Source: an optimization exercise on an open RTL-to-GDS flow (aim: small area). Production flows keep margins and buffers that such runs may drop.
Only simulation tests tie the RTL to the original design; equivalence was not proved.
The clock cells of runs 5 to 8 come from the design's own scripts or RTL, not from TritonCTS.
The flow treats the clock pin as an ideal source. Dropping or thinning the clock tree relies on that and would not hold on a real chip.
Power and IR drop assume default switching activity.

**flow/flow/run.sh**
```bash
#!/bin/bash
# Own layout flow: the standard synthesis, then its combinational logic is
# replaced by a hand-mapped netlist of the same function (flops untouched),
# then the standard layout with small port buffers.
set -euo pipefail
R=orfs/results/${FLOW_PLATFORM}/lcm_reg_bank/base
bash standard.sh synth > flow_synth.log 2>&1
cp $R/1_2_yosys.v $R/1_2_yosys_std.v
python3 flow/remap.py $R/1_2_yosys_std.v $R/1_2_yosys_remap.v > flow_remap.log 2>&1
cp $R/1_2_yosys_remap.v $R/1_2_yosys.v
rm -f $R/1_synth.odb $R/1_synth.sdc
bash standard.sh "BUFFER_PORTS_ARGS=-buffer_cell sky130_fd_sc_hd__buf_1" ${FLOW_EXTRA:-} finish > flow_finish.log 2>&1
```
**flow/flow/remap.py**
```python
#!/usr/bin/env python3
"""Replace the combinational logic of the standard synthesis netlist with a
hand-mapped sky130hd netlist of the same function.

Every flip-flop instance of the standard netlist is kept as it is (name, cell,
clock, reset and Q net); only the net on its D pin changes. Each flop is
identified by the output port bit its Q pin drives.

usage: remap.py IN.v OUT.v
"""
import re
import sys

P = 'sky130_fd_sc_hd__'
PULSE = {2, 5, 7}
ID_VAL = (16 << 8) | 31
NREG = 16
DW = 64

src = open(sys.argv[1]).read()
m = re.search(r'module\s+lcm_reg_bank\s*\((.*?)\);', src, re.S)
header = m.group(0)
decls = re.findall(r'^\s*(input|output)\s+(\[\d+:\d+\]\s+)?(\w+)\s*;', src, re.M)

flops = []
for cell, name, body in re.findall(r'(' + P + r'df\w+)\s+(\S+)\s*\((.*?)\);', src, re.S):
    pins = dict(re.findall(r'\.(\w+)\(([^()]*)\)', body))
    flops.append((cell, name, {k: v.strip() for k, v in pins.items()}))

lines = []
wires = set()
cnt = [0]


def w(name):
    wires.add(name)
    return name


def cell(typ, **pins):
    cnt[0] += 1
    conn = ', '.join('.%s(%s)' % (k, v) for k, v in pins.items())
    lines.append('  %s%s rm_%d_ (%s);' % (P, typ, cnt[0], conn))


def g(typ, out, outpin='Y', **pins):
    pins[outpin] = w(out)
    cell(typ, **pins)
    return out


# ---------------------------------------------------------------- write side
g('nand2_1', 'w_rdy_n', A='wr_valid', B='wr_ready')        # !wacc
g('inv_1', 'w_acc', A='w_rdy_n')
# wr_addr[7:4] == 0
g('nor4_1', 'w_lo', A='wr_addr[4]', B='wr_addr[5]', C='wr_addr[6]', D='wr_addr[7]')
g('nand2_1', 'w_en_n', A='w_acc', B='w_lo')                # !(wacc & lo)
for k in range(4):
    g('inv_1', 'wa_n%d' % k, A='wr_addr[%d]' % k)
# predecode low pair, active-low: pl_n[v] = !(en & a[1:0]==v)
for v in range(4):
    a0 = 'wr_addr[0]' if v & 1 else 'wa_n0'
    a1 = 'wr_addr[1]' if v & 2 else 'wa_n1'
    g('nand3_1', 'wpl_n%d' % v, A=a0, B=a1, C='w_en')
g('inv_1', 'w_en', A='w_en_n')
for v in range(4):
    a2 = 'wr_addr[2]' if v & 1 else 'wa_n2'
    a3 = 'wr_addr[3]' if v & 2 else 'wa_n3'
    g('nand2_1', 'wph_n%d' % v, A=a2, B=a3)
for r in range(1, NREG):
    g('nor2_1', 'wsel%d' % r, A='wpl_n%d' % (r & 3), B='wph_n%d' % (r >> 2))
    g('inv_1', 'wsel_n%d' % r, A='wsel%d' % r)
# wr_err: accepted and (addr >= 16 or addr == 0)
g('nor2_1', 'w_hit0_n', A='wpl_n0', B='wph_n0')             # en & addr==0
g('a21oi_1', 'w_err_n', A1='w_acc', A2='w_hi', B1='w_hit0_n')
g('inv_1', 'w_hi', A='w_lo')
g('inv_1', 'd_wr_err', A='w_err_n')
for i in range(DW):
    g('nand2_1', 'wdbe_n%d' % i, A='wr_data[%d]' % i, B='wr_be[%d]' % (i // 8))
for r in range(1, NREG):
    for b in range(8):
        if r in PULSE:   # keep the old byte only while written without its enable
            g('nor2_1', 'hold%d_%d' % (r, b), A='wr_be[%d]' % b, B='wsel_n%d' % r)
        else:            # keep the old byte unless written with its enable
            g('nand2_1', 'hold%d_%d' % (r, b), A='wsel%d' % r, B='wr_be[%d]' % b)
    for i in range(DW):
        q = 'reg_flat[%d]' % (r * DW + i)
        t = g('nand2_1', 'kq%d_%d' % (r, i), A=q, B='hold%d_%d' % (r, i // 8))
        g('o21ai_0', 'd_reg%d_%d' % (r, i), A1='wsel_n%d' % r, A2='wdbe_n%d' % i, B1=t)

# ----------------------------------------------------------------- read side
g('nor4_1', 'r_lo', A='rd_addr[4]', B='rd_addr[5]', C='rd_addr[6]', D='rd_addr[7]')
g('nand2_1', 'r_en_n', A='rd_valid', B='r_lo')
g('inv_1', 'r_en', A='r_en_n')
g('inv_1', 'rv_n', A='rd_valid')
g('nor2_1', 'd_rd_err', A='rv_n', B='r_lo')                  # rd_valid & !lo
for k in range(4):
    g('inv_1', 'ra_n%d' % k, A='rd_addr[%d]' % k)
for v in range(4):
    a0 = 'rd_addr[0]' if v & 1 else 'ra_n0'
    a1 = 'rd_addr[1]' if v & 2 else 'ra_n1'
    g('nand3_1', 'rpl_n%d' % v, A=a0, B=a1, C='r_en')
for v in range(4):
    a2 = 'rd_addr[2]' if v & 1 else 'ra_n2'
    a3 = 'rd_addr[3]' if v & 2 else 'ra_n3'
    g('nand2_1', 'rph_n%d' % v, A=a2, B=a3)
for r in range(NREG):
    g('nor2_1', 'rsel%d' % r, A='rpl_n%d' % (r & 3), B='rph_n%d' % (r >> 2))
g('inv_1', 'rsel_n0', A='rsel0')
groups = [(1, 2, 3), (4, 5, 6), (7, 8, 9), (10, 11, 12), (13, 14, 15)]
for i in range(DW):
    ys = []
    for grp in groups:
        pins = {}
        for pin, r in zip('ABC', grp):
            pins[pin + '1'] = 'rsel%d' % r
            pins[pin + '2'] = 'reg_flat[%d]' % (r * DW + i)
        ys.append(g('a222oi_1', 'ry%d_%d' % (grp[0], i), **pins))
    if (ID_VAL >> i) & 1:
        u = g('nand3_1', 'ru%d' % i, A=ys[3], B=ys[4], C='rsel_n0')
    else:
        u = g('nand2_1', 'ru%d' % i, A=ys[3], B=ys[4])
    v = g('a21oi_1', 'rv%d' % i, A1='rv_n', A2='rd_data[%d]' % i, B1=u)
    g('nand4_1', 'd_rd%d' % i, A=ys[0], B=ys[1], C=ys[2], D=v)

# --------------------------------------------------------------- constants
g('conb_1', 'one', outpin='HI')
const_out = ['reg_flat[%d]' % i for i in range(DW)] + ['reg_upd[0]']
for k, o in enumerate(const_out):
    cnt[0] += 1
    lines.append('  %sconb_1 rm_tie%d_ (.LO(%s));' % (P, k, o))


# ------------------------------------------------------------------ flops
def dnet(q):
    mm = re.match(r'(\w+)(?:\[(\d+)\])?$', q)
    base, idx = mm.group(1), mm.group(2)
    idx = None if idx is None else int(idx)
    if base == 'reg_flat':
        r, i = divmod(idx, DW)
        assert r >= 1
        return 'd_reg%d_%d' % (r, i)
    if base == 'rd_data':
        return 'd_rd%d' % idx
    if base == 'reg_upd':
        assert idx >= 1
        return 'wsel%d' % idx
    return {'wr_ready': 'one', 'wr_err': 'd_wr_err', 'rd_data_valid': 'rd_valid',
            'rd_err': 'd_rd_err'}[base]


seen = set()
flop_lines = []
for c, name, pins in flops:
    q = pins['Q']
    assert q not in seen, q
    seen.add(q)
    pins = dict(pins)
    pins['D'] = dnet(q)
    conn = ', '.join('.%s(%s)' % (k, v) for k, v in pins.items())
    flop_lines.append('  %s %s (%s);' % (c, name, conn))
assert len(seen) == 15 * DW + DW + 15 + 4, len(seen)

out = ['/* hand-mapped combinational logic around the standard synthesis flops */', header]
for d, rng, n in decls:
    out.append('  %s %s%s;' % (d, rng or '', n))
    out.append('  wire %s%s;' % (rng or '', n))
for n in sorted(wires):
    if '[' not in n:
        out.append('  wire %s;' % n)
out += flop_lines + lines + ['endmodule', '']
open(sys.argv[2], 'w').write('\n'.join(out))
print('flops', len(flop_lines), 'cells', len(lines))
```
**flow/standard.sh**
```bash
#!/bin/bash
# synth_recipe.tcl (not shown) runs the flow's synth.tcl, then flattens the netlist and writes it again
# the make line also repeats each setting of config.mk as NAME=value (left out here)
make -C /OpenROAD-flow-scripts/flow DESIGN_CONFIG=/design/flow/config.mk WORK_HOME=/design/flow/orfs CLKGATE_MAP_FILE= SYNTH_SCRIPT=/design/flow/synth_recipe.tcl "${@:-finish}"
```
**flow/config.mk**
```make
export PLATFORM = sky130hd
export DESIGN_NAME = lcm_reg_bank
export DESIGN_NICKNAME = lcm_reg_bank
export VERILOG_FILES = /design/flow/design.v
export SDC_FILE = /design/flow/constraint.sdc
export NUM_CORES = 4
export LEC_CHECK = 0
export CAP_MARGIN = 20
export CORE_MARGIN = 2
export CORE_UTILIZATION = 40
export SLEW_MARGIN = 20
```
**flow/constraint.sdc**
```tcl
create_clock -name core_clock -period 5.0 [get_ports {clk}]
set_input_delay 1.0000 -clock core_clock [delete_from_list [all_inputs] [get_ports {clk}]]
set_output_delay 1.0000 -clock core_clock [all_outputs]
set_load 0.01 [all_outputs]
```
**flow/design.v**
```verilog
module lcm_reg_bank #(
   parameter int                  NUM_REGS   = 16,
   parameter int                  DATA_W     = 64,
   parameter int                  ADDR_W     = 8,
   parameter logic [NUM_REGS-1:0] PULSE_MASK = 16'h00A4,
   parameter int                  PULSE_LEN  = 1,
   parameter logic [7:0]          LMID       = 8'd31
) (
   input  logic                         clk,
   input  logic                         rst_n,
   input  logic                         wr_valid,
   output logic                         wr_ready,
   input  logic [ADDR_W-1:0]            wr_addr,
   input  logic [DATA_W-1:0]            wr_data,
   input  logic [DATA_W/8-1:0]          wr_be,
   output logic                         wr_err,
   input  logic                         rd_valid,
   input  logic [ADDR_W-1:0]            rd_addr,
   output logic                         rd_data_valid,
   output logic [DATA_W-1:0]            rd_data,
   output logic                         rd_err,
   output logic [NUM_REGS*DATA_W-1:0]   reg_flat,
   output logic [NUM_REGS-1:0]          reg_upd
);
   localparam int BE_W = DATA_W / 8;
   localparam logic [DATA_W-1:0] ID_VAL = DATA_W'({8'(NUM_REGS), LMID});
   logic [DATA_W-1:0]   regs_q [NUM_REGS];
   logic                wr_ready_q, wr_err_q;
   logic [NUM_REGS-1:0] reg_upd_q, wsel;
   logic                rd_data_valid_q, rd_err_q;
   logic [DATA_W-1:0]   rd_data_q, rd_data_d;
   logic                wr_acc, wr_lo, rd_lo;
   logic [NUM_REGS-1:0] rsel;
   logic [DATA_W-1:0]   wr_mask;
   always_comb begin
      wr_acc = wr_valid && wr_ready_q;
      wr_lo  = (wr_addr[ADDR_W-1:4] == '0);
      rd_lo  = (rd_addr[ADDR_W-1:4] == '0);
      for (int b = 0; b < BE_W; b++)
         wr_mask[8*b +: 8] = {8{wr_be[b]}};
      for (int i = 0; i < NUM_REGS; i++) begin
         wsel[i] = (i != 0) && wr_acc && wr_lo && (wr_addr[3:0] == 4'(i));
         rsel[i] = rd_valid && rd_lo && (rd_addr[3:0] == 4'(i));
      end
      rd_data_d = {DATA_W{!rd_valid}} & rd_data_q;
      rd_data_d = rd_data_d | ({DATA_W{rsel[0]}} & ID_VAL);
      for (int i = 1; i < NUM_REGS; i++)
         rd_data_d = rd_data_d | ({DATA_W{rsel[i]}} & regs_q[i]);
   end
   always_ff @(posedge clk or negedge rst_n) begin
      if (!rst_n) begin
         wr_ready_q      <= 1'b0;
         wr_err_q        <= 1'b0;
         reg_upd_q       <= '0;
         rd_data_valid_q <= 1'b0;
         rd_data_q       <= '0;
         rd_err_q        <= 1'b0;
      end else begin
         wr_ready_q      <= 1'b1;
         wr_err_q        <= wr_acc && !(|wsel);
         reg_upd_q       <= wsel;
         rd_data_valid_q <= rd_valid;
         rd_data_q       <= rd_data_d;
         rd_err_q        <= rd_valid && !rd_lo;
      end
   end
   assign regs_q[0] = '0;
   for (genvar g = 1; g < NUM_REGS; g++) begin : g_reg
      logic [DATA_W-1:0] q, d;
      if (PULSE_MASK[g]) begin : g_pulse
         assign d = {DATA_W{wsel[g]}} & ((wr_data & wr_mask) | (q & ~wr_mask));
      end else begin : g_plain
         assign d = ({DATA_W{wsel[g]}} & wr_mask & wr_data) | (~({DATA_W{wsel[g]}} & wr_mask) & q);
      end
      always_ff @(posedge clk or negedge rst_n) begin
         if (!rst_n) q <= '0;
         else        q <= d;
      end
      assign regs_q[g] = q;
   end
   for (genvar g = 0; g < NUM_REGS; g++) begin : g_flat
      assign reg_flat[g*DATA_W +: DATA_W] = regs_q[g];
   end
   assign wr_ready      = wr_ready_q;
   assign wr_err        = wr_err_q;
   assign reg_upd       = reg_upd_q;
   assign rd_data_valid = rd_data_valid_q;
   assign rd_data       = rd_data_q;
   assign rd_err        = rd_err_q;
endmodule
```
==> results.json, run 1 <==
{
  "placementRows": 115,
  "status": "stopped before the end",
  "synth_nets": 3902,
  "synth.cell_area_um2": 39950,
  "syn-instance-count": 3810,
  "synth.avg_cell_area_um2": 10.49,
  "error": "[ERROR PPL-0024] Number of IO pins (1200) exceeds maximum number of available positions (1154). Increase the die perimeter from 1280.18um to 1632.00um.",
  "die_h_um": 320.0,
  "failed_stage": "I/O pin placement",
  "ys_warn_count": 2,
  "die_x_um": 320.0,
  "start_util_pct": 40.48
}
==> run 2: changes to the inputs <==
--- a/flow/flow/run.sh
+++ b/flow/flow/run.sh
@@ -10,3 +10,3 @@
 cp $R/1_2_yosys_remap.v $R/1_2_yosys.v
 rm -f $R/1_synth.odb $R/1_synth.sdc
-bash standard.sh "BUFFER_PORTS_ARGS=-buffer_cell sky130_fd_sc_hd__buf_1" ${FLOW_EXTRA:-} finish > flow_finish.log 2>&1
+bash standard.sh "BUFFER_PORTS_ARGS=-buffer_cell sky130_fd_sc_hd__buf_1" finish > flow_finish.log 2>&1
--- a/flow/config.mk
+++ b/flow/config.mk
@@ -7,5 +7,5 @@
 export LEC_CHECK = 0
 export CAP_MARGIN = 20
-export CORE_MARGIN = 2
-export CORE_UTILIZATION = 40
+export CORE_AREA = 5 5 425 425
+export DIE_AREA = 0 0 430 430
 export SLEW_MARGIN = 20
==> run 2 against run 1 <==
The run now finishes clean. Synthesized area stayed put. Synthesized cell count unchanged.
==> results.json, run 2 <==
{
  "synth.cell_area_um2": 39950,
  "p_int_mw": 14.11,
  "met2_length_mm": 122.3,
  "cts_tree": "built",
  "vias_per_cell": 5.609,
  "clock_sinks": 1043,
  "route.detailed.drc": 0,
  "drt-total-wl_mm": 273.4,
  "cts_resized": 0,
  "max-vdd-ir-drop_mv": 0.3351,
  "wire_per_inst_um": 35.57,
  "finalClockSkew_ps": 30.11,
  "hold_violations": 0,
  "clkPwrFrac_pct": 49.8,
  "grt_max_degree": 120,
  "grt_pass1_vias": 40810,
  "grt_overflow_total": 0,
  "place_congestion": 1.024,
  "dr_wl_met3_mm": 34.86,
  "crit_family": "simple AND/OR/NAND/NOR gates",
  "start_kind": "primary input",
  "max_stage_delay_ps": 700,
  "drv_slew": 0,
  "worstPathCellList": "buf_1 -> nor4_1 -> buf_4 -> nand2_1 -> inv_1 -> nand3_1 -> nor2_1 -> clkinv_2 -> buf_12 -> nor2_1 -> nand2_1 -> o21ai_0",
  "die-area_um2": 184900,
  "syn-instance-count": 3810,
  "start_util_pct": 22.74,
  "drtPass1Iterations": 17,
  "period_needed_ps": 3740,
  "rsz0062_at_grt": "false",
  "switching_share_pct": 24.90,
  "reg2reg_from": "wr_ready_q",
  "die_x_um": 430,
  "seqPwrFrac_pct": 46.1,
  "layout.cells.non_filler": 7688,
  "p_sw_mw": 4.676,
  "path_buf_inv": 5,
  "die_h_um": 430,
  "fin_crit_sh_pct": 74.81,
  "dp_hpwl_mm": 201.4,
  "worstRegToRegCells": 11,
  "worstMarginPinSlew_ps": 1269,
  "relSlewSlack_pct": 15.37,
  "final_common_cell": "nand2_1",
  "drive_gt1_share_pct": 7.645,
  "path_clk_slew_ps": 60,
  "mostFrequentLayoutCells": "nand2_1, buf_1, dfrtp_1",
  "wl_met1_mm": 96.77,
  "max_clock_freq_mhz": 267.4,
  "cts_hold_buf": 0,
  "slowest_stage": "nor4_1",
  "synth.avg_cell_area_um2": 10.49,
  "antenna_found_initial": 41,
  "setup_violations": 0,
  "maxCapViolations": 0,
  "placementRows": 154,
  "nets": 5318,
  "critical_path_arrival_ps": 4390,
  "cp-startpoint": "wr_addr[4]",
  "hold_path_class": "in -> async",
  "top_layer": "met5",
  "ant_nets": 0,
  "worst_ep_required_time_ps": 5650,
  "status": "finished clean",
  "clockRootBuffer": "clkbuf_16",
  "combPwrFrac_pct": 4.2,
  "path_max_fanout": 45,
  "design.core.area_um2": 175700,
  "path_class": "in -> reg",
  "grt_usage_pct": 28.18,
  "ys_warn_count": 2,
  "io_pins": 1200,
  "clockBufferDepth": 3,
  "cts_buffers": 119,
  "h-tree-depth": 3,
  "tns_ps": 0,
  "post_cts_buffers": 0,
  "port_buffers": 1134,
  "area_growth_pct": 33.28,
  "cp.depth": 12,
  "dpl.cell_count": 7445,
  "p_leak_nw": 22.51,
  "synth_nets": 3902,
  "cp-end-kind": "flop",
  "clock_latency_ps": 780,
  "drt-initial-drc-count": 8362,
  "powerDensity_nw_per_um2": 352.7,
  "vias": 43120,
  "grt_pass1_wl_mm": 366.8
}
[run 2: layout make-up]
type | instances | area, um^2
clock buffer | 162 | 3401
antenna | 24 | 60.06
clock inverter | 57 | 721.9
fill | 18560 | 122500
inverter | 30 | 136.4
multi-input combinational | 2737 | 13940
timing repair buffer | 1295 | 5958
tap | 2340 | 2928
sequential | 1043 | 26100
[run 2: path summary, 6_finish.rpt]
check | slack, ps | end
max | 1260 | g_reg[5].q[17]
min | 420 | asynchronous set/reset pin
max reg2reg | 1870 | g_reg[5].q[17]
min reg2reg | 510 | g_reg[7].q[6]
max in group asynchronous | 3180 | asynchronous set/reset pin
min in group core_clock | 480 | rd_data_valid_q
[run 2: power groups by stage]
stage          registers (mW)  clock network, mW  logic (mW)
2_1_floorplan            8.80                  0       0.159
3_3_place_gp             8.79                  0       0.771
3_5_place_dp             8.80                  0       0.778
4_1_cts                  8.64               9.45       0.780
5_1_grt                  8.65               9.79       0.841
6_report                 8.65               9.35       0.781
[run 2: routing by layer]
layer | track usage (%) | vias to the layer above
met2 | 43.83 | 3606
met1 | 33.50 | 21800
met4 | 15.66 | 30
met5 | 0 | -
met3 | 10.78 | 803
li1 | - | 16890
[run 2: per-stage QoR]
stage	util [%]	hold slack (ps)	worst slack [ps]	total power, mW	area [um^2]
2_1_floorplan	-	533.2	717.2	8.958	39950
3_3_place_gp	27.92	485.8	614.0	9.565	49070
3_5_place_dp	27.92	496.1	619.3	9.576	49070
4_1_cts	30.27	367.1	1435	18.87	53190
5_1_grt	30.28	419.2	1147	19.28	53200
6_report	30.30	417.1	1260	18.78	53250
==> run 3: changes to the inputs <==
--- a/flow/flow/run.sh
+++ b/flow/flow/run.sh
@@ -10,3 +10,5 @@
 cp $R/1_2_yosys_remap.v $R/1_2_yosys.v
 rm -f $R/1_synth.odb $R/1_synth.sdc
-bash standard.sh "BUFFER_PORTS_ARGS=-buffer_cell sky130_fd_sc_hd__buf_1" finish > flow_finish.log 2>&1
+bash standard.sh "BUFFER_PORTS_ARGS=-buffer_cell sky130_fd_sc_hd__buf_1" \
+  "CTS_ARGS=-sink_clustering_enable -repair_clock_nets -dont_use_dummy_load -buf_list {sky130_fd_sc_hd__clkbuf_4 sky130_fd_sc_hd__clkbuf_8}" \
+  finish > flow_finish.log 2>&1
--- a/flow/config.mk
+++ b/flow/config.mk
@@ -6,6 +6,7 @@
 export NUM_CORES = 4
 export LEC_CHECK = 0
-export CAP_MARGIN = 20
+export CAP_MARGIN = 10
 export CORE_AREA = 5 5 425 425
 export DIE_AREA = 0 0 430 430
-export SLEW_MARGIN = 20
+export GPL_TIMING_DRIVEN = 0
+export SLEW_MARGIN = 10
==> run 3 against run 2 <==
Final area decreased by 1.5%. Register-to-register slack lost 750 ps. Via count grew 0.56%. Worst setup slack worse by 140 ps. Sequential power hardly changed. First-iteration DRC count decreased by 0.35%. Global-route usage decreased by 0.35 points. Cell count down 1.1%. Clock power is 28% lower. Non-clock buffer count is 50 lower. Core utilization down 0.47 points. Still clean. Critical path type is now reg -> reg.
==> results.json, run 3 <==
{
  "status": "finished clean",
  "max-vdd-ir-drop_mv": 0.2469,
  "critical_path_arrival_ps": 4670,
  "clock_latency_ps": 960,
  "hold_violations": 0,
  "ant_nets": 0,
  "cp-end-kind": "flop",
  "min_path_cells": 1,
  "worst_ep_required_time_ps": 5790,
  "fillCellCount": 18590,
  "ys_warn_count": 2,
  "powerDensity_nw_per_um2": 309.1,
  "rr_endpoint": "g_reg[2].q[41]",
  "placementRows": 154,
  "grt_pass1_vias": 40710,
  "p_leak_nw": 22.00,
  "path_buf_inv": 4,
  "drt-initial-drc-count": 8333,
  "antenna_found_initial": 39,
  "synth.avg_cell_area_um2": 10.49,
  "start_kind": "flop",
  "hold_path_class": "in -> reg",
  "max_stage_delay_ps": 1040,
  "tns_ps": 0,
  "path_clk_slew_ps": 60,
  "finalClockSkew_ps": 132.7,
  "slowest_stage": "nor2_1",
  "reg2reg_from": "wr_ready_q",
  "syn-instance-count": 3810,
  "dp_hpwl_mm": 203.4,
  "drt-total-wl_mm": 270.3,
  "die_h_um": 430,
  "die-area_um2": 184900,
  "clock_sinks": 1043,
  "max_clock_freq_mhz": 257.6,
  "grt_overflow_total": 0,
  "vias_per_cell": 5.702,
  "vias": 43360,
  "maxCapViolations": 0,
  "relSlewSlack_pct": 13.00,
  "synth_nets": 3902,
  "grt_max_degree": 45,
  "final_area_um2": 52420,
  "worstMarginPinSlew_ps": 1300,
  "post_dp_cell_area_um2": 49720,
  "place_congestion": 0.9748,
  "h-tree-depth": 4,
  "final_common_cell": "nand2_1",
  "path_max_fanout": 37,
  "drive_gt1_share_pct": 6.692,
  "cts_resized": 0,
  "start_util_pct": 22.74,
  "crit_top_cell": "nand2_1",
  "grt_usage_pct": 27.83,
  "clockBufferDepth": 3,
  "cts_buffers": 190,
  "synth.cell_area_um2": 39950,
  "worstRegToRegCells": 11,
  "route.detailed.drc": 0,
  "port_buffers": 1134,
  "area_growth_pct": 31.21,
  "crit_family": "simple AND/OR/NAND/NOR gates",
  "r2r_slack_ps": 1120,
  "fin_crit_sh_pct": 77.63,
  "drtPass1Iterations": 13,
  "nets": 5339,
  "mostFrequentLayoutCells": "nand2_1, buf_1, dfrtp_1",
  "path_class": "reg -> reg",
  "wire_per_inst_um": 35.54,
  "rsz0062_at_grt": "false",
  "drv_slew": 0,
  "cts_tree": "built",
  "grt_pass1_wl_mm": 361.8,
  "period_needed_ps": 3881,
  "setup_violations": 0,
  "whs_endpoint": "rd_data_valid_q",
  "die_x_um": 430,
  "io_pins": 1200,
  "hold_start": "rd_valid",
  "clockRootBuffer": "clkbuf_8",
  "worstPathCellList": "nand2_1 -> inv_1 -> nand2_1 -> inv_1 -> nand3_1 -> nor2_1 -> inv_4 -> buf_16 -> nor2_1 -> nand2_1 -> o21ai_0",
  "design.core.area_um2": 175700
}
[run 3: changes by cell type in the layout (fill, tap and decap cells not counted), sizes merged, moves of 4 or more]
cell | previous run | this run
diode | 24 | 20
clkinvlp | 8 | 0
clkbuf | 164 | 190
inv | 26 | 30
buf | 1293 | 1244
clkinv | 40 | 0
bufinv | 13 | 0
[run 3: per-stage QoR]
step	hold WS (ps)	setup slack [ps]	instances	util [%]	power, mW
2_1_floorplan	533.2	717.2	3810	-	8.958
3_3_place_gp	482.9	-54450	7284	26.82	9.510
3_5_place_dp	492.2	435.5	7392	28.30	9.579
4_1_cts	133.1	1180	7583	29.79	16.28
5_1_grt	183.3	956.6	7594	29.82	16.69
6_report	263.7	1119	7605	29.83	16.21
[run 3: area by class of cell]
type | count | area (um^2) | area share (%)
clock buffers | 190 | 2615 | 4.988
repair buffers | 1245 | 6623 | 12.63
inverters | 30 | 160.2 | 0.3055
flip-flops and latches | 1043 | 26100 | 49.79
multi-input cells | 2737 | 13950 | 26.61
well taps | 2340 | 2928 | 5.585
diodes | 20 | 50.05 | 0.09547
[run 3: repair_timing]
action	4_1_cts	5_1_grt
hold buffers	1	0
setup buffers	0	0
hold endpoints to repair	10	0
[run 3: metal layers]
| layer | global-route usage [%] | part of all wire [%] | wire (um) |
|---|---|---|---|
| met1 | 33.89 | 35 | 95760 |
| met2 | 42.48 | 44 | 119300 |
| met3 | 10.86 | 14 | 37050 |
| met4 | 14.64 | 6.6 | 17920 |
| met5 | 0.7026 | 0.10 | 279 |
[run 3: worst max-delay path by stage]
stage	from	end	slack, ps	cells past startpoint
after floorplan	rd_addr[4]	rd_data_q[0]	720	9
after global placement	rst_n	asynchronous set/reset pin	-54450	1
after detailed placement	wr_valid	g_reg[5].q[4]	440	12
after CTS	wr_ready_q	g_reg[5].q[4]	1180	11
after global routing	rst_n	asynchronous set/reset pin	960	13
final	wr_ready_q	g_reg[2].q[41]	1120	11
[run 3: power breakdown]
group	switching (mW)	internal (mW)	total, mW
combinational	0.649	0.155	0.804
sequential	0.102	8.54	8.65
clock	3.44	3.31	6.75
total	4.19	12.0	16.2
==> run 4: changes to the inputs <==
==> flow/flow/run.sh (replaced) <==
#!/bin/bash
# Own layout flow:
#  1. the standard synthesis (standard.sh synth), unchanged;
#  2. remap.py replaces its combinational logic by a hand-mapped netlist of the
#     same function; every flip-flop instance is kept as synthesis made it;
#  3. the standard ORFS layout, with buf_1 port buffers, pins one track apart
#     (so that a smaller die holds them) and, in the CTS step, a hand-built
#     clock tree (clktree.tcl, via pre_cts.tcl) instead of TritonCTS.
set -euo pipefail
W=$PWD
R=orfs/results/${FLOW_PLATFORM}/lcm_reg_bank/base
bash standard.sh synth > flow_synth.log 2>&1
cp $R/1_2_yosys.v $R/1_2_yosys_std.v
python3 flow/remap.py $R/1_2_yosys_std.v $R/1_2_yosys_remap.v > flow_remap.log 2>&1
cp $R/1_2_yosys_remap.v $R/1_2_yosys.v
rm -f $R/1_synth.odb $R/1_synth.sdc
export CT_LEAF_MAX=18 CT_FAN_MAX=4
export CT_LEAF_CELL=sky130_fd_sc_hd__clkbuf_8 CT_MID_CELL=sky130_fd_sc_hd__clkbuf_8 CT_ROOT_CELL=sky130_fd_sc_hd__clkbuf_8
bash standard.sh "BUFFER_PORTS_ARGS=-buffer_cell sky130_fd_sc_hd__buf_1" \
  "PLACE_PINS_ARGS=-min_distance 1 -min_distance_in_tracks" \
  "PRE_CTS_TCL=$W/flow/pre_cts.tcl" \
  finish > flow_finish.log 2>&1
==> flow/flow/clktree.tcl (new file) <==
# Build the clock tree by hand: recursive bisection of the flip-flops into
# clusters, one clock buffer per cluster at its centre, then the same for the
# buffers of each level until one root buffer remains, driven by the clock
# port. Sourced in place of clock_tree_synthesis on a placed design.
proc ct_env {name default} {
  if {[info exists ::env($name)] && $::env($name) ne ""} { return $::env($name) }
  return $default
}
set ct_leaf_max [ct_env CT_LEAF_MAX 24]
set ct_fan_max  [ct_env CT_FAN_MAX 8]
set ct_leaf_cell [ct_env CT_LEAF_CELL sky130_fd_sc_hd__clkbuf_4]
set ct_mid_cell  [ct_env CT_MID_CELL sky130_fd_sc_hd__clkbuf_8]
set ct_root_cell [ct_env CT_ROOT_CELL sky130_fd_sc_hd__clkbuf_16]

proc ct_split {items nmax} {
  set n [llength $items]
  if {$n <= $nmax} { return [list $items] }
  set k [expr {($n + $nmax - 1) / $nmax}]
  set xs {}; set ys {}
  foreach it $items { lappend xs [lindex $it 0]; lappend ys [lindex $it 1] }
  set xs [lsort -integer $xs]; set ys [lsort -integer $ys]
  set dx [expr {[lindex $xs end] - [lindex $xs 0]}]
  set dy [expr {[lindex $ys end] - [lindex $ys 0]}]
  set ix [expr {$dx >= $dy ? 0 : 1}]
  set s [lsort -integer -index $ix $items]
  # k groups in all: k/2 of them on the low side
  set kl [expr {$k / 2}]
  set h [expr {($n * $kl + $k / 2) / $k}]
  return [concat [ct_split [lrange $s 0 [expr {$h - 1}]] $nmax] [ct_split [lrange $s $h end] $nmax]]
}

set block [ord::get_db_block]
set db [ord::get_db]
set clknet [$block findNet clk]
set core [$block getCoreArea]
set site_w 460
set row_h 2720

proc ct_place {inst x y} {
  global core
  set m [$inst getMaster]
  set w [$m getWidth]; set h [$m getHeight]
  set x [expr {max([$core xMin], min([$core xMax] - $w, $x - $w / 2))}]
  set y [expr {max([$core yMin], min([$core yMax] - $h, $y - $h / 2))}]
  $inst setLocation $x $y
  $inst setPlacementStatus PLACED
}

# sinks: every input pin on the clock net
set items {}
foreach it [$clknet getITerms] {
  if {[[$it getMTerm] getIoType] ne "INPUT"} continue
  set bb [[$it getInst] getBBox]
  lappend items [list [expr {([$bb xMin] + [$bb xMax]) / 2}] [expr {([$bb yMin] + [$bb yMax]) / 2}] $it]
}
puts "clktree: [llength $items] sinks"

set level 0
set nmax $ct_leaf_max
set cell $ct_leaf_cell
while {1} {
  set groups [ct_split $items $nmax]
  if {[llength $groups] == 1 && $level > 0 && [llength $items] <= 4} { break }
  set next {}
  set gi 0
  foreach grp $groups {
    set sx 0; set sy 0
    foreach it $grp { set sx [expr {$sx + [lindex $it 0]}]; set sy [expr {$sy + [lindex $it 1]}] }
    set cx [expr {$sx / [llength $grp]}]; set cy [expr {$sy / [llength $grp]}]
    set c $cell
    if {[llength $groups] == 1} { set c $ct_root_cell }
    set inst [odb::dbInst_create $block [$db findMaster $c] "clktree_${level}_$gi"]
    set net [odb::dbNet_create $block "clktree_net_${level}_$gi"]
    $net setSigType CLOCK
    foreach it $grp {
      set iterm [lindex $it 2]
      $iterm disconnect
      $iterm connect $net
    }
    [$inst findITerm X] connect $net
    ct_place $inst $cx $cy
    lappend next [list $cx $cy [$inst findITerm A]]
    incr gi
  }
  puts "clktree: level $level, [llength $groups] buffers of $c"
  set items $next
  incr level
  set nmax $ct_fan_max
  set cell $ct_mid_cell
  if {[llength $groups] == 1} { break }
}
foreach it $items { [lindex $it 2] connect $clknet }
==> flow/flow/pre_cts.tcl (new file) <==
# Replace clock_tree_synthesis by the hand-built clock tree of clktree.tcl.
set ct_script [file join [file dirname [file normalize [info script]]] clktree.tcl]
rename clock_tree_synthesis ct_unused_clock_tree_synthesis
proc clock_tree_synthesis {args} {
  uplevel #0 [list source $::ct_script]
  set_propagated_clock [all_clocks]
}
--- a/flow/flow/remap.py
+++ b/flow/flow/remap.py
@@ -70,5 +70,6 @@
 for r in range(1, NREG):
     g('nor2_1', 'wsel%d' % r, A='wpl_n%d' % (r & 3), B='wph_n%d' % (r >> 2))
-    g('inv_1', 'wsel_n%d' % r, A='wsel%d' % r)
+    if r in PULSE:
+        g('inv_1', 'wsel_n%d' % r, A='wsel%d' % r)
 # wr_err: accepted and (addr >= 16 or addr == 0)
 g('nor2_1', 'w_hit0_n', A='wpl_n0', B='wph_n0')             # en & addr==0
@@ -80,12 +81,14 @@
 for r in range(1, NREG):
     for b in range(8):
+        # hn: byte b of register r is not written with its enable
+        g('nand2_1', 'hn%d_%d' % (r, b), A='wsel%d' % r, B='wr_be[%d]' % b)
         if r in PULSE:   # keep the old byte only while written without its enable
             g('nor2_1', 'hold%d_%d' % (r, b), A='wr_be[%d]' % b, B='wsel_n%d' % r)
-        else:            # keep the old byte unless written with its enable
-            g('nand2_1', 'hold%d_%d' % (r, b), A='wsel%d' % r, B='wr_be[%d]' % b)
     for i in range(DW):
         q = 'reg_flat[%d]' % (r * DW + i)
-        t = g('nand2_1', 'kq%d_%d' % (r, i), A=q, B='hold%d_%d' % (r, i // 8))
-        g('o21ai_0', 'd_reg%d_%d' % (r, i), A1='wsel_n%d' % r, A2='wdbe_n%d' % i, B1=t)
+        hn = 'hn%d_%d' % (r, i // 8)
+        hold = 'hold%d_%d' % (r, i // 8) if r in PULSE else hn
+        t = g('nand2_1', 'kq%d_%d' % (r, i), A=q, B=hold)
+        g('o21ai_0', 'd_reg%d_%d' % (r, i), A1=hn, A2='wdbe_n%d' % i, B1=t)
 
 # ----------------------------------------------------------------- read side
==> flow/config.mk (replaced) <==
export PLATFORM = sky130hd
export DESIGN_NAME = lcm_reg_bank
export DESIGN_NICKNAME = lcm_reg_bank
export VERILOG_FILES = /design/flow/design.v
export SDC_FILE = /design/flow/constraint.sdc
export NUM_CORES = 4
export LEC_CHECK = 0
export CAP_MARGIN = 20
export CORE_AREA = 5 5 265 265
export DIE_AREA = 0 0 270 270
export SLEW_MARGIN = 20
==> run 4 against run 3 <==
The run now fails in clock tree synthesis. Synthesized area is 0.11% higher. Synthesized cell count up 0.31%.
==> results.json, run 4 <==
{
  "error": "Error: cts.tcl, 36 can't read \"::ct_script\": no such variable",
  "ys_warn_count": 2,
  "place_congestion": 1.010,
  "die_h_um": 270,
  "syn-instance-count": 3822,
  "port_buffers": 1134,
  "synth_nets": 3914,
  "failed_stage": "clock tree synthesis",
  "placementRows": 95,
  "dp_hpwl_mm": 123.1,
  "io_pins": 1200,
  "synth.avg_cell_area_um2": 10.47,
  "die_x_um": 270,
  "status": "stopped before the end",
  "synth.cell_area_um2": 40000,
  "start_util_pct": 59.56
}
==> run 4: worst max-delay path by stage <==
stage | startpoint | to | slack, ps | cells after the start
2_1_floorplan | rd_addr[4] | rd_data_q[0] | 720 | 9
3_3_place_gp | wr_addr[4] | flop | 970 | 9
3_5_place_dp | wr_addr[4] | flop | 960 | 8
==> run 4: stage by stage <==
stage	setup slack, ps	instance area [um^2]	std cells	power (mW)	hold WS (ps)
after floorplan	717.2	40000	3822	8.842	533.6
after global placement	971.4	46320	5907	9.260	483.4
after detailed placement	959.3	46340	5908	9.266	492.3
==> run 4: power groups by stage <==
stage               registers, mW  logic (mW)  clock network (mW)
detailed placement           8.70       0.570                   0
global placement             8.69       0.565                   0
floorplan                    8.71       0.133                   0
==> run 5: changes to the inputs <==
==> flow/flow/pre_cts.tcl (replaced) <==
# Replace clock_tree_synthesis by the hand-built clock tree of clktree.tcl.
set ::ct_script [file join [file dirname [file normalize [info script]]] clktree.tcl]
rename clock_tree_synthesis ct_unused_clock_tree_synthesis
proc clock_tree_synthesis {args} {
  uplevel #0 [list source $::ct_script]
  set_propagated_clock [all_clocks]
}
==> run 5 against run 4 <==
The run now finishes clean. Synthesized cell count unchanged. Synthesized area unchanged.
==> results.json, run 5 <==
{
  "status": "finished clean",
  "start_util_pct": 59.56,
  "placementRows": 95,
  "powerDensity_nw_per_um2": 277.9,
  "port_buffers": 1134,
  "path_clk_slew_ps": 110,
  "clock_latency_ps": 570,
  "multi_input_area_um2": 13980,
  "cp-end-kind": "flop",
  "cts_resized": 0,
  "drt-total-wl_mm": 177.0,
  "ant_nets": 0,
  "die_x_um": 270,
  "drive_gt1_share_pct": 3.697,
  "critical_path_arrival_ps": 4100,
  "die_h_um": 270,
  "max-vdd-ir-drop_mv": 0.2596,
  "finalClockSkew_ps": 90.32,
  "reg2reg_from": "wr_ready_q",
  "grt_usage_pct": 46.61,
  "tns_ps": 0,
  "post_cts_buffers": 0,
  "maxCapViolations": 0,
  "synth_nets": 3914,
  "worstMarginPinSlew_ps": 1215,
  "cts_hold_buf": 0,
  "grt_overflow_total": 0,
  "route.detailed.drc": 0,
  "dp_hpwl_mm": 123.1,
  "r2r_slack_ps": 1740,
  "io_pins": 1200,
  "synth.avg_cell_area_um2": 10.47,
  "setup_ws_ps": 1283,
  "start_kind": "primary input",
  "rsz0062_at_grt": "false",
  "antenna_found_initial": 16,
  "relSlewSlack_pct": 18.90,
  "fin_crit_sh_pct": 74.34,
  "ys_warn_count": 2,
  "path_max_fanout": 16,
  "synth.cell_area_um2": 40000,
  "grt_pass1_wl_mm": 255.7,
  "dp_slack_ps": 959.3,
  "syn-instance-count": 3822,
  "die-area_um2": 72900,
  "grt_max_degree": 146,
  "worst_ep_required_time_ps": 5380,
  "worstRegToRegCells": 9,
  "drt-initial-drc-count": 7032,
  "fillCellCount": 5479,
  "max_clock_freq_mhz": 269.0,
  "grt_pass1_vias": 36560,
  "drtPass1Iterations": 13,
  "drv_slew": 0,
  "path_class": "in -> reg",
  "mostFrequentLayoutCells": "nand2_1, buf_1, dfrtp_1",
  "hold_path_class": "reg -> reg",
  "min_path_cells": 2,
  "nets": 5206,
  "vias_per_cell": 6.594,
  "final-seq-area_um2": 26100,
  "finalPower_mw": 13.18,
  "hold_violations": 0,
  "p_leak_nw": 20.56,
  "wire_per_inst_um": 29.51,
  "place_congestion": 1.010,
  "area_growth_pct": 18.58,
  "vias": 39540,
  "final_common_cell": "nand2_1",
  "period_needed_ps": 3717,
  "design.core.area_um2": 67160,
  "setup_violations": 0
}
==> run 5: cell type report <==
| cell class | instances | share of cell area, % |
|---|---|---|
| multi-input combinational | 2761 | 29.48 |
| buffer | 77 | 2.234 |
| inverter | 18 | 0.1425 |
| timing repair buffer | 1213 | 10.75 |
| antenna | 12 | 0.06331 |
| tap | 873 | 2.303 |
| sequential | 1043 | 55.03 |
==> run 5: how the worst max path moves through the flow <==
stage	slack, ps	endpoint	cells after the start	startpoint
after global routing	1210	flop	9	wr_addr[4]
after CTS	1530	flop	9	wr_addr[4]
after global placement	970	flop	9	wr_addr[4]
final	1280	flop	9	wr_addr[4]
after detailed placement	960	flop	8	wr_addr[4]
after floorplan	720	rd_data_q[0]	9	rd_addr[4]
==> run 5: per-stage QoR <==
| step | cells | instance area [um^2] | utilization (%) | hold slack (ps) |
|---|---|---|---|---|
| 2_1_floorplan | 3822 | 40000 | - | 533.6 |
| 3_3_place_gp | 5907 | 46320 | 68.98 | 483.4 |
| 3_5_place_dp | 5908 | 46340 | 69.00 | 492.3 |
| 4_1_cts | 5985 | 47400 | 70.58 | 517.3 |
| 5_1_grt | 5991 | 47420 | 70.60 | 532.6 |
| 6_report | 5997 | 47430 | 70.63 | 515.6 |
==> run 5: power by group <==
group          switching [mW]  leakage (nW)  internal (mW)  total (mW)
clock                    2.65         0.554           1.41        4.06
sequential             0.0534          14.6           8.48        8.54
combinational           0.496          5.45         0.0917       0.587
==> run 5: routing by layer <==
layer  global-route usage, %  up-vias  share of wire [%]  routed length (um)
met5                   5.658        -               0.22                 395
met4                   26.70       20                7.8               13860
met3                   22.94      671                 17               29740
met2                   64.04     3364                 41               72290
met1                   59.83    18990                 34               60710
li1                        -    16500                  -                   -
==> run 5: critical path, stage by stage <==
cell     delay [ps]
buf_1            70
nor4_1          350
nand2_1         280
inv_1           180
nand3_1         210
nor2_2          990
nand2_1         670
nand2_1         230
o21ai_0         100
==> run 6: changes to the inputs <==
--- a/flow/flow/clktree.tcl
+++ b/flow/flow/clktree.tcl
@@ -91,2 +91,33 @@
 }
 foreach it $items { [lindex $it 2] connect $clknet }
+
+# Optional leaf sizing: with the tree legalised and placement parasitics,
+# give each leaf buffer the smallest cell of CT_LEAF_CELLS that keeps its
+# flip-flop clock pins under CT_SLEW_MAX (the largest cell if none does).
+set ct_slew_max [ct_env CT_SLEW_MAX 0]
+if {$ct_slew_max > 0} {
+  detailed_placement
+  set_propagated_clock [all_clocks]
+  estimate_parasitics -placement
+  proc ct_pins_slew {pins} {
+    set w 0
+    foreach p $pins {
+      foreach k {slew_max_rise slew_max_fall} {
+        set s [get_property $p $k]
+        if {$s > $w} { set w $s }
+      }
+    }
+    return $w
+  }
+  set ct_cells [ct_env CT_LEAF_CELLS "sky130_fd_sc_hd__clkbuf_2 sky130_fd_sc_hd__clkbuf_4 sky130_fd_sc_hd__clkbuf_8 sky130_fd_sc_hd__clkbuf_16"]
+  array set ct_count {}
+  foreach inst [get_cells clktree_0_*] {
+    set pins [get_pins -of_objects [get_nets -of_objects [get_pins -of_objects $inst -filter "direction==output"]] -filter "direction==input"]
+    foreach c $ct_cells {
+      replace_cell $inst $c
+      if {[ct_pins_slew $pins] <= $ct_slew_max} break
+    }
+    incr ct_count($c)
+  }
+  puts "clktree: leaf cells [array get ct_count], worst clock pin slew [ct_pins_slew [get_pins */CLK]]"
+}
--- a/flow/config.mk
+++ b/flow/config.mk
@@ -7,5 +7,5 @@
 export LEC_CHECK = 0
 export CAP_MARGIN = 20
-export CORE_AREA = 5 5 265 265
-export DIE_AREA = 0 0 270 270
+export CORE_AREA = 5 5 250 250
+export DIE_AREA = 0 0 255 255
 export SLEW_MARGIN = 20
==> run 6 against run 5 <==
Power shrank 0.50%. Routed wire length rose by 1.1%. Synthesized cell count did not move.
==> results.json, run 6 <==
{
  "post_cts_buffers": 0,
  "wire_per_inst_um": 30.51,
  "antenna_found_initial": 16,
  "p_leak_nw": 20.38,
  "crit_top_cell": "nand2_1",
  "hold_path_class": "reg -> reg",
  "worstPathCellList": "buf_1 -> nor4_1 -> nand2_1 -> inv_1 -> nand3_1 -> nor2_2 -> nand2_1 -> nand2_1 -> o21ai_0",
  "area_growth_pct": 17.64,
  "slowest_stage": "nor2_2",
  "tns_ps": 0,
  "p_int_mw": 9.966,
  "path_max_fanout": 16,
  "hold_violations": 0,
  "drv_slew": 0,
  "maxCapViolations": 0,
  "start_util_pct": 67.52,
  "die_x_um": 255,
  "design.core.area_um2": 59240,
  "grt_overflow_total": 0,
  "place_congestion": 1.062,
  "cp-startpoint": "wr_addr[4]",
  "clkPwrFrac_pct": 30.6,
  "seqPwrFrac_pct": 65.0,
  "cp-end-kind": "flop",
  "setup_ws_ps": 926.5,
  "vias": 40840,
  "dp_slack_ps": 879.5,
  "drtPass1Iterations": 17,
  "setup_violations": 0,
  "powerDensity_nw_per_um2": 278.7,
  "worst_ep_required_time_ps": 5350,
  "vias_per_cell": 6.966,
  "port_buffers": 1134,
  "max_clock_freq_mhz": 245.5,
  "path_class": "in -> reg",
  "fillCellCount": 4142,
  "period_needed_ps": 4074,
  "dp_hpwl_mm": 121.6,
  "grt_pass1_vias": 37110,
  "reg2reg_from": "wr_ready_q",
  "p_sw_mw": 3.149,
  "crit_family": "simple AND/OR/NAND/NOR gates",
  "max-vdd-ir-drop_mv": 0.2606,
  "nets": 5171,
  "fin_crit_sh_pct": 81.47,
  "drt-total-wl_mm": 178.9,
  "final_common_cell": "nand2_1",
  "die_h_um": 255,
  "drt-initial-drc-count": 7939,
  "grt_max_degree": 173,
  "placementRows": 89,
  "max_stage_delay_ps": 1020,
  "start_kind": "primary input",
  "rsz0062_at_grt": "false",
  "clock_latency_ps": 540,
  "ant_nets": 0,
  "path_buf_inv": 2,
  "die-area_um2": 65030,
  "synth.cell_area_um2": 40000,
  "combPwrFrac_pct": 4.4,
  "drive_gt1_share_pct": 3.073,
  "cts_resized": 0,
  "critical_path_arrival_ps": 4420,
  "route.detailed.drc": 0,
  "synth_nets": 3914,
  "worstMarginPinSlew_ps": 1251,
  "ys_warn_count": 2,
  "path_clk_slew_ps": 110,
  "io_pins": 1200,
  "relSlewSlack_pct": 16.53,
  "grt_usage_pct": 52.84,
  "cts_hold_buf": 0,
  "synth.avg_cell_area_um2": 10.47,
  "mostFrequentLayoutCells": "nand2_1, buf_1, dfrtp_1",
  "syn-instance-count": 3822,
  "status": "finished clean",
  "finalClockSkew_ps": 58.58,
  "grt_pass1_wl_mm": 253.4,
  "switching_share_pct": 24.01
}
## run 6: area by class of cell
type / count / area [um^2] / area share [%]
Antenna cell: 13 / 32.53 / 0.06914
Multi-Input combinational cell: 2761 / 13980 / 29.71
Inverter: 18 / 68.82 / 0.1462
Sequential cell: 1043 / 26100 / 55.47
Timing Repair Buffer: 1178 / 4845 / 10.30
Tap cell: 773 / 967.2 / 2.055
Buffer: 77 / 1060 / 2.252
## run 6: power by group through the flow
stage          combinational, mW  sequential (mW)  clock [mW]
2_1_floorplan              0.133             8.71           0
3_3_place_gp               0.537             8.69           0
3_5_place_dp               0.545             8.69           0
4_1_cts                    0.546             8.53        3.95
5_1_grt                    0.617             8.54        4.28
6_report                   0.571             8.53        4.01
## run 6: final timing paths
check	cells after the start	slack, ps	endpoint
min	2	510	flop
min reg2reg	2	510	flop
max reg2reg	9	1600	flop
max	9	930	flop
min in group asynchronous	1	520	asynchronous set/reset pin
max in group asynchronous	2	3090	rd_data_q[4]
## run 6: worst reg2reg max path, stage by stage, from the launching register on
cell,delay (ps)
dfrtp_1,380
nand2_1,120
inv_1,110
nand2_1,60
inv_1,170
nand3_1,230
nor2_2,1020
nand2_1,760
nand2_1,240
o21ai_0,120
## run 6: metal layers
layer  part of all wire [%]  wire length (um)  global-route usage (%)
met4                    9.7             17310                   34.29
met1                     30             54230                   63.75
met3                     20             35620                   31.89
met2                     40             71370                   71.29
met5                   0.19               344                   4.249
## run 6: metrics by stage
| step | util, % | std cells | total power, mW | cell area, um^2 | hold slack, ps |
|---|---|---|---|---|---|
| floorplan | - | 3822 | 8.842 | 40000 | 533.6 |
| global placement | 77.58 | 5773 | 9.227 | 45960 | 483.8 |
| detailed placement | 77.58 | 5773 | 9.237 | 45960 | 492.0 |
| CTS | 79.37 | 5850 | 13.02 | 47020 | 515.8 |
| global route | 79.40 | 5857 | 13.43 | 47040 | 533.0 |
| finish | 79.43 | 5863 | 13.11 | 47050 | 512.7 |
==> run 7: changes to the inputs <==
--- a/flow/flow/run.sh
+++ b/flow/flow/run.sh
@@ -6,5 +6,6 @@
 #  3. the standard ORFS layout, with buf_1 port buffers, pins one track apart
 #     (so that a smaller die holds them) and, in the CTS step, a hand-built
-#     clock tree (clktree.tcl, via pre_cts.tcl) instead of TritonCTS.
+#     clock tree (clktree.tcl, via pre_cts.tcl) instead of TritonCTS, and a
+#     rebuilt reset buffer tree (rsttree.tcl).
 set -euo pipefail
 W=$PWD
@@ -16,4 +17,5 @@
 rm -f $R/1_synth.odb $R/1_synth.sdc
 export CT_LEAF_MAX=18 CT_FAN_MAX=4
+export RT_LEAF_MAX=60 RT_LEAF_CELL=sky130_fd_sc_hd__buf_4 RT_FAN_MAX=8 RT_MID_CELL=sky130_fd_sc_hd__buf_4
 export CT_LEAF_CELL=sky130_fd_sc_hd__clkbuf_8 CT_MID_CELL=sky130_fd_sc_hd__clkbuf_8 CT_ROOT_CELL=sky130_fd_sc_hd__clkbuf_8
 bash standard.sh "BUFFER_PORTS_ARGS=-buffer_cell sky130_fd_sc_hd__buf_1" \
==> flow/flow/pre_cts.tcl (replaced) <==
# Replace clock_tree_synthesis by hand-built trees: first the reset net's
# buffer tree is rebuilt (rsttree.tcl), then the clock tree is built
# (clktree.tcl) instead of TritonCTS's.
set ::ct_dir [file dirname [file normalize [info script]]]
rename clock_tree_synthesis ct_unused_clock_tree_synthesis
proc clock_tree_synthesis {args} {
  uplevel #0 [list source [file join $::ct_dir rsttree.tcl]]
  uplevel #0 [list source [file join $::ct_dir clktree.tcl]]
  set_propagated_clock [all_clocks]
}
==> flow/flow/rsttree.tcl (new file) <==
# Rebuild the buffer tree of the reset net by hand, as clktree.tcl does for the
# clock: the placed design's reset buffers (below the port's own input buffer)
# are removed, the reset pins are split into clusters by recursive bisection,
# and each cluster gets one small buffer at its centre; the same again for the
# buffers until few enough remain for the port buffer to drive.
proc rt_env {name default} {
  if {[info exists ::env($name)] && $::env($name) ne ""} { return $::env($name) }
  return $default
}
set rt_leaf_max  [rt_env RT_LEAF_MAX 40]
set rt_fan_max   [rt_env RT_FAN_MAX 8]
set rt_leaf_cell [rt_env RT_LEAF_CELL sky130_fd_sc_hd__buf_2]
set rt_mid_cell  [rt_env RT_MID_CELL sky130_fd_sc_hd__buf_4]
set rt_top_max   [rt_env RT_TOP_MAX 4]

set rt_block [ord::get_db_block]
set rt_db [ord::get_db]
set rt_core [$rt_block getCoreArea]

proc rt_is_buf {inst} {
  return [regexp {__(buf|clkbuf)_[0-9]+$} [[$inst getMaster] getName]]
}
proc rt_out {inst} {
  foreach o [$inst getITerms] { if {[$o isOutputSignal]} { return $o } }
  return NULL
}
# the port's input buffer and the net it drives
set rt_pnet [$rt_block findNet rst_n]
set rt_pbuf NULL
foreach it [$rt_pnet getITerms] {
  if {[$it isInputSignal] && [rt_is_buf [$it getInst]]} { set rt_pbuf [$it getInst] }
}
if {$rt_pbuf eq "NULL"} { error "rsttree: no input buffer on rst_n" }
set rt_root [[rt_out $rt_pbuf] getNet]
# walk the tree below it
set rt_sinks {}
set rt_dead {}
set rt_todo [list $rt_root]
while {[llength $rt_todo]} {
  set net [lindex $rt_todo 0]; set rt_todo [lrange $rt_todo 1 end]
  foreach it [$net getITerms] {
    if {![$it isInputSignal]} continue
    set inst [$it getInst]
    if {[rt_is_buf $inst]} {
      lappend rt_dead $inst
      lappend rt_todo [[rt_out $inst] getNet]
    } else {
      lappend rt_sinks $it
    }
  }
}

proc rt_split {items nmax} {
  set n [llength $items]
  if {$n <= $nmax} { return [list $items] }
  set k [expr {($n + $nmax - 1) / $nmax}]
  set xs {}; set ys {}
  foreach it $items { lappend xs [lindex $it 0]; lappend ys [lindex $it 1] }
  set xs [lsort -integer $xs]; set ys [lsort -integer $ys]
  set dx [expr {[lindex $xs end] - [lindex $xs 0]}]
  set dy [expr {[lindex $ys end] - [lindex $ys 0]}]
  set ix [expr {$dx >= $dy ? 0 : 1}]
  set s [lsort -integer -index $ix $items]
  set kl [expr {$k / 2}]
  set h [expr {($n * $kl + $k / 2) / $k}]
  return [concat [rt_split [lrange $s 0 [expr {$h - 1}]] $nmax] [rt_split [lrange $s $h end] $nmax]]
}
proc rt_place {inst x y} {
  global rt_core
  set m [$inst getMaster]
  set w [$m getWidth]; set h [$m getHeight]
  set x [expr {max([$rt_core xMin], min([$rt_core xMax] - $w, $x - $w / 2))}]
  set y [expr {max([$rt_core yMin], min([$rt_core yMax] - $h, $y - $h / 2))}]
  $inst setLocation $x $y
  $inst setPlacementStatus PLACED
}

proc rt_area {m} { return [expr {[$m getWidth] * [$m getHeight]}] }
set rt_old 0
foreach inst $rt_dead { set rt_old [expr {$rt_old + [rt_area [$inst getMaster]]}] }
# area of the new tree: the number of clusters on each level
set rt_n [llength $rt_sinks]
set rt_new 0
set nmax $rt_leaf_max
set cell $rt_leaf_cell
while {$rt_n > $rt_top_max} {
  set k [expr {($rt_n + $nmax - 1) / $nmax}]
  set rt_new [expr {$rt_new + $k * [rt_area [$rt_db findMaster $cell]]}]
  set rt_n $k
  set nmax $rt_fan_max
  set cell $rt_mid_cell
}
puts "rsttree: [llength $rt_dead] buffers of area [expr {$rt_old / 1e6}] on the reset net, a new tree would take [expr {$rt_new / 1e6}]"
if {$rt_new < $rt_old} {
set rt_deadnets {}
foreach inst $rt_dead { lappend rt_deadnets [[rt_out $inst] getNet] }
foreach inst $rt_dead { odb::dbInst_destroy $inst }
foreach net $rt_deadnets { odb::dbNet_destroy $net }
puts "rsttree: removed [llength $rt_dead] buffers, [llength $rt_sinks] sinks"
set items {}
foreach it $rt_sinks {
  $it disconnect
  set bb [[$it getInst] getBBox]
  lappend items [list [expr {([$bb xMin] + [$bb xMax]) / 2}] [expr {([$bb yMin] + [$bb yMax]) / 2}] $it]
}
set level 0
set nmax $rt_leaf_max
set cell $rt_leaf_cell
while {[llength $items] > $rt_top_max} {
  set groups [rt_split $items $nmax]
  set next {}
  set gi 0
  foreach grp $groups {
    set sx 0; set sy 0
    foreach it $grp { set sx [expr {$sx + [lindex $it 0]}]; set sy [expr {$sy + [lindex $it 1]}] }
    set cx [expr {$sx / [llength $grp]}]; set cy [expr {$sy / [llength $grp]}]
    set inst [odb::dbInst_create $rt_block [$rt_db findMaster $cell] "rsttree_${level}_$gi"]
    set net [odb::dbNet_create $rt_block "rsttree_net_${level}_$gi"]
    foreach it $grp { [lindex $it 2] connect $net }
    [$inst findITerm X] connect $net
    rt_place $inst $cx $cy
    lappend next [list $cx $cy [$inst findITerm A]]
    incr gi
  }
  puts "rsttree: level $level, [llength $groups] buffers of $cell"
  set items $next
  incr level
  set nmax $rt_fan_max
  set cell $rt_mid_cell
}
foreach it $items { [lindex $it 2] connect $rt_root }
}
==> run 7 against run 6 <==
Sequential power about the same. Maximum frequency unchanged. Core utilization unchanged. Sequential share of layout area unchanged. Routed wire length unchanged.
==> results.json, run 7 <==
{
  "post_cts_buffers": 0,
  "hold_violations": 0,
  "tns_ps": 0,
  "wire_per_inst_um": 30.51,
  "cts_hold_buf": 0,
  "r2r_slack_ps": 1600,
  "die-area_um2": 65030,
  "p_int_mw": 9.966,
  "synth.avg_cell_area_um2": 10.47,
  "clock_latency_ps": 540,
  "syn-instance-count": 3822,
  "start_util_pct": 67.52,
  "vias": 40840,
  "maxCapViolations": 0,
  "final_common_cell": "nand2_1",
  "status": "finished clean",
  "combPwrFrac_pct": 4.4,
  "worstMarginPinSlew_ps": 1251,
  "path_max_fanout": 16,
  "dp_hpwl_mm": 121.6,
  "cts_resized": 0,
  "start_kind": "primary input",
  "max-vdd-ir-drop_mv": 0.2606,
  "finalClockSkew_ps": 58.58,
  "antenna_found_initial": 16,
  "grt_usage_pct": 52.84,
  "reg2reg_from": "wr_ready_q",
  "die_x_um": 255,
  "ant_nets": 0,
  "clkPwrFrac_pct": 30.6,
  "nets": 5171,
  "grt_pass1_wl_mm": 253.4,
  "path_class": "in -> reg",
  "cp-end-kind": "flop",
  "drt-initial-drc-count": 7939,
  "switching_share_pct": 24.01,
  "cp-startpoint": "wr_addr[4]",
  "drt-total-wl_mm": 178.9,
  "vias_per_cell": 6.966,
  "critical_path_arrival_ps": 4420,
  "synth_nets": 3914,
  "place_congestion": 1.062,
  "period_needed_ps": 4074,
  "die_h_um": 255,
  "synth.cell_area_um2": 40000,
  "port_buffers": 1134,
  "rsz0062_at_grt": "false",
  "hold_path_class": "reg -> reg",
  "grt_max_degree": 173,
  "placementRows": 89,
  "setup_violations": 0,
  "ys_warn_count": 2,
  "seqPwrFrac_pct": 65.0,
  "fin_crit_sh_pct": 81.47,
  "grt_overflow_total": 0,
  "worst_hold_slack_ps": 512.7,
  "design.core.area_um2": 59240,
  "io_pins": 1200,
  "max_clock_freq_mhz": 245.5,
  "path_clk_slew_ps": 110,
  "worstRegToRegCells": 9,
  "grt_pass1_vias": 37110,
  "relSlewSlack_pct": 16.53,
  "area_growth_pct": 17.64,
  "worst_ep_required_time_ps": 5350,
  "drtPass1Iterations": 17,
  "p_sw_mw": 3.149,
  "route.detailed.drc": 0,
  "mostFrequentLayoutCells": "nand2_1, buf_1, dfrtp_1",
  "finish.utilization_pct": 79.43,
  "drive_gt1_share_pct": 3.073,
  "p_leak_nw": 20.38,
  "powerDensity_nw_per_um2": 278.7,
  "drv_slew": 0
}
run 7: worst max-delay path, cell delays in order:
cell     delay (ps)
buf_1            80
nor4_1          660
nand2_1         140
inv_1           170
nand3_1         230
nor2_2         1020
nand2_1         740
nand2_1         230
o21ai_0         120
run 7: final cells by class:
cell class / instances / area (um^2)
antenna: 13 / 32.53
timing repair buffer: 1178 / 4845
buffer: 77 / 1060
tap: 773 / 967.2
inverter: 18 / 68.82
sequential: 1043 / 26100
fill: 4142 / 12190
multi-input combinational: 2761 / 13980
run 7: how the worst min path moves through the flow:
stage                      from                          to  slack, ps  cells past startpoint
final                      flop                        flop        510                      2
after floorplan            flop                        flop        530                      2
after global placement     flop                        flop        480                      2
after detailed placement   flop                        flop        490                      2
after CTS                 rst_n  asynchronous set/reset pin        520                      1
after global routing      rst_n  asynchronous set/reset pin        530                      1
run 7: routing by layer:
metal  routed length [um]  vias to the layer above  track usage, %
met4                17310                       20           34.29
li1                     -                    16430               -
met5                  344                        -           4.249
met3                35620                      981           31.89
met1                54230                    19420           63.75
met2                71370                     3990           71.29
run 7: metrics by stage:
stage	instance area (um^2)	total power [mW]	setup slack, ps	std cells
after floorplan	40000	8.842	717.2	3822
after global placement	45960	9.227	989.9	5773
after detailed placement	45960	9.237	879.5	5773
after CTS	47020	13.02	1325	5850
after global routing	47040	13.43	1063	5857
final	47050	13.11	926.5	5863
run 7: power by group through the flow:
stage	combinational, mW	sequential [mW]	clock, mW
floorplan	0.133	8.71	0
global placement	0.537	8.69	0
detailed placement	0.545	8.69	0
CTS	0.546	8.53	3.95
global route	0.617	8.54	4.28
finish	0.571	8.53	4.01
==> run 8: changes to the inputs <==
--- a/flow/flow/run.sh
+++ b/flow/flow/run.sh
@@ -7,5 +7,6 @@
 #     (so that a smaller die holds them) and, in the CTS step, a hand-built
 #     clock tree (clktree.tcl, via pre_cts.tcl) instead of TritonCTS, and a
-#     rebuilt reset buffer tree (rsttree.tcl).
+#     rebuilt reset buffer tree (rsttree.tcl); the resizer may not use the
+#     largest buffers (dontuse.tcl).
 set -euo pipefail
 W=$PWD
@@ -16,5 +17,5 @@
 cp $R/1_2_yosys_remap.v $R/1_2_yosys.v
 rm -f $R/1_synth.odb $R/1_synth.sdc
-export CT_LEAF_MAX=18 CT_FAN_MAX=4
+export CT_LEAF_MAX=18 CT_FAN_MAX=6
 export RT_LEAF_MAX=60 RT_LEAF_CELL=sky130_fd_sc_hd__buf_4 RT_FAN_MAX=8 RT_MID_CELL=sky130_fd_sc_hd__buf_4
 export CT_LEAF_CELL=sky130_fd_sc_hd__clkbuf_8 CT_MID_CELL=sky130_fd_sc_hd__clkbuf_8 CT_ROOT_CELL=sky130_fd_sc_hd__clkbuf_8
@@ -22,3 +23,4 @@
   "PLACE_PINS_ARGS=-min_distance 1 -min_distance_in_tracks" \
   "PRE_CTS_TCL=$W/flow/pre_cts.tcl" \
+  "PRE_GLOBAL_PLACE_TCL=$W/flow/dontuse.tcl" "PRE_GLOBAL_ROUTE_TCL=$W/flow/dontuse.tcl" \
   finish > flow_finish.log 2>&1
==> flow/flow/dontuse.tcl (new file) <==
# Keep the resizer to small buffers: the large ones are added to the
# platform's don't-use list for this step (sourced as a PRE_*_TCL hook).
append ::env(DONT_USE_CELLS) " sky130_fd_sc_hd__buf_8 sky130_fd_sc_hd__buf_12 sky130_fd_sc_hd__buf_16 sky130_fd_sc_hd__bufbuf_8 sky130_fd_sc_hd__bufbuf_16 sky130_fd_sc_hd__clkbuf_16"
--- a/flow/flow/pre_cts.tcl
+++ b/flow/flow/pre_cts.tcl
@@ -3,4 +3,5 @@
 # (clktree.tcl) instead of TritonCTS's.
 set ::ct_dir [file dirname [file normalize [info script]]]
+source [file join $::ct_dir dontuse.tcl]
 rename clock_tree_synthesis ct_unused_clock_tree_synthesis
 proc clock_tree_synthesis {args} {
==> run 8 against run 7 <==
Still clean. Routed wire length down 1.3%. Cell count is 0.43% higher. First-iteration DRC count shrank 4.1%. Via count is 1.1% lower. Synthesized cell count stayed put. Sequential power is essentially flat.
==> results.json, run 8 <==
{
  "cp-startpoint": "wr_addr[4]",
  "finalPower_mw": 12.94,
  "p_leak_nw": 20.41,
  "grt_pass1_wl_mm": 250.3,
  "vias": 40410,
  "cts_resized": 0,
  "final_area_um2": 46860,
  "place_congestion": 1.080,
  "io_pins": 1200,
  "r2r_slack_ps": 1820,
  "start_kind": "primary input",
  "drive_gt1_share_pct": 3.528,
  "max-vdd-ir-drop_mv": 0.2508,
  "placementRows": 89,
  "fin_crit_sh_pct": 78.65,
  "tns_ps": 0,
  "cts_hold_buf": 0,
  "final-seq-area_um2": 26100,
  "rsz0062_at_grt": "false",
  "grt_max_degree": 59,
  "status": "finished clean",
  "antenna_found_initial": 13,
  "max_stage_delay_ps": 920,
  "finish.utilization_pct": 79.10,
  "die_x_um": 255,
  "clock_latency_ps": 620,
  "path_clk_slew_ps": 110,
  "crit_family": "simple AND/OR/NAND/NOR gates",
  "critical_path_arrival_ps": 4370,
  "vias_per_cell": 6.862,
  "wire_per_inst_um": 29.99,
  "ant_nets": 0,
  "post_dp_cell_area_um2": 45950,
  "crit_top_cell": "nand2_1",
  "path_buf_inv": 2,
  "powerDensity_nw_per_um2": 276.1,
  "drv_slew": 0,
  "synth_nets": 3914,
  "reg2reg_from": "wr_ready_q",
  "dp_hpwl_mm": 124.8,
  "grt_overflow_total": 0,
  "setup_violations": 0,
  "fillCellCount": 4168,
  "grt_usage_pct": 51.94,
  "ys_warn_count": 2,
  "final_common_cell": "nand2_1",
  "drtPass1Iterations": 14,
  "cp.depth": 9,
  "worst_ep_required_time_ps": 5440,
  "syn-instance-count": 3822,
  "path_class": "in -> reg",
  "start_util_pct": 67.52,
  "nets": 5196,
  "cp-end-kind": "flop",
  "drt-total-wl_mm": 176.6,
  "design.core.area_um2": 59240,
  "die_h_um": 255,
  "multi_input_area_um2": 13980,
  "relSlewSlack_pct": 24.47,
  "worstMarginPinSlew_ps": 1133,
  "hold_violations": 0,
  "port_buffers": 1134,
  "worstRegToRegCells": 9,
  "synth.cell_area_um2": 40000,
  "die-area_um2": 65030,
  "slowest_stage": "nor2_2",
  "route.detailed.drc": 0,
  "period_needed_ps": 3933,
  "synth.avg_cell_area_um2": 10.47,
  "worstPathCellList": "buf_1 -> nor4_1 -> nand2_1 -> inv_1 -> nand3_1 -> nor2_2 -> nand2_1 -> nand2_1 -> o21ai_0",
  "path_max_fanout": 16,
  "maxCapViolations": 0,
  "finalClockSkew_ps": 42.24,
  "worst_hold_slack_ps": 515.4,
  "grt_pass1_vias": 37050,
  "hold_path_class": "reg -> reg",
  "mostFrequentLayoutCells": "nand2_1, buf_1, dfrtp_1",
  "drt-initial-drc-count": 7615,
  "max_clock_freq_mhz": 254.3,
  "area_growth_pct": 17.15,
  "post_cts_buffers": 0
}
==> run 8: through the flow <==
step | setup slack (ps) | std cells
global route | 1090 | 5880
global placement | 1065 | 5825
CTS | 1529 | 5875
finish | 1067 | 5888
floorplan | 717.2 | 3822
detailed placement | 924.2 | 5825
==> run 8: worst min-delay path, cell delays in order, from the launching register on <==
cell and delay, ps:
dfrtp_1 380, nand2_1 50, o21ai_0 60
==> run 8: final cells by class <==
class	count	area share, %
Timing Repair Buffer	1189	9.791
Multi-Input combinational cell	2761	29.84
Antenna cell	13	0.06942
Inverter	18	0.1469
Buffer	91	2.392
Tap cell	773	2.064
Sequential cell	1043	55.70
==> run 8: power breakdown <==
| part | internal (mW) | switching (mW) |
|---|---|---|
| Combinational | 0.0740 | 0.493 |
| Clock | 1.28 | 2.56 |
| Sequential | 8.48 | 0.0488 |
| Total | 9.83 | 3.11 |
==> run 8: how the worst min path moves through the flow <==
stage                     from    to  slack (ps)  cells past startpoint
after floorplan           flop  flop         530                      2
after global routing      flop  flop         540                      2
final                     flop  flop         520                      2
after detailed placement  flop  flop         490                      2
after CTS                 flop  flop         520                      2
after global placement    flop  flop         480                      2
==> run 8: per-layer routing <==
| layer | vias to the layer above | track usage, % | share of wire (%) |
|---|---|---|---|
| li1 | 16470 | - | - |
| met1 | 19260 | 62.43 | 31 |
| met2 | 3738 | 69.91 | 40 |
| met3 | 911 | 30.92 | 20 |
| met4 | 22 | 35.31 | 9.8 |
| met5 | - | 3.590 | 0.19 |

Setup slack of run 8, layout unchanged: 1.067 ns with ideal ports, 1.130 ns with driving cells assumed (clock clkbuf_16, inputs buf_2), 0.440 ns with port delays also shifted by the 0.690 ns mid clock arrival.
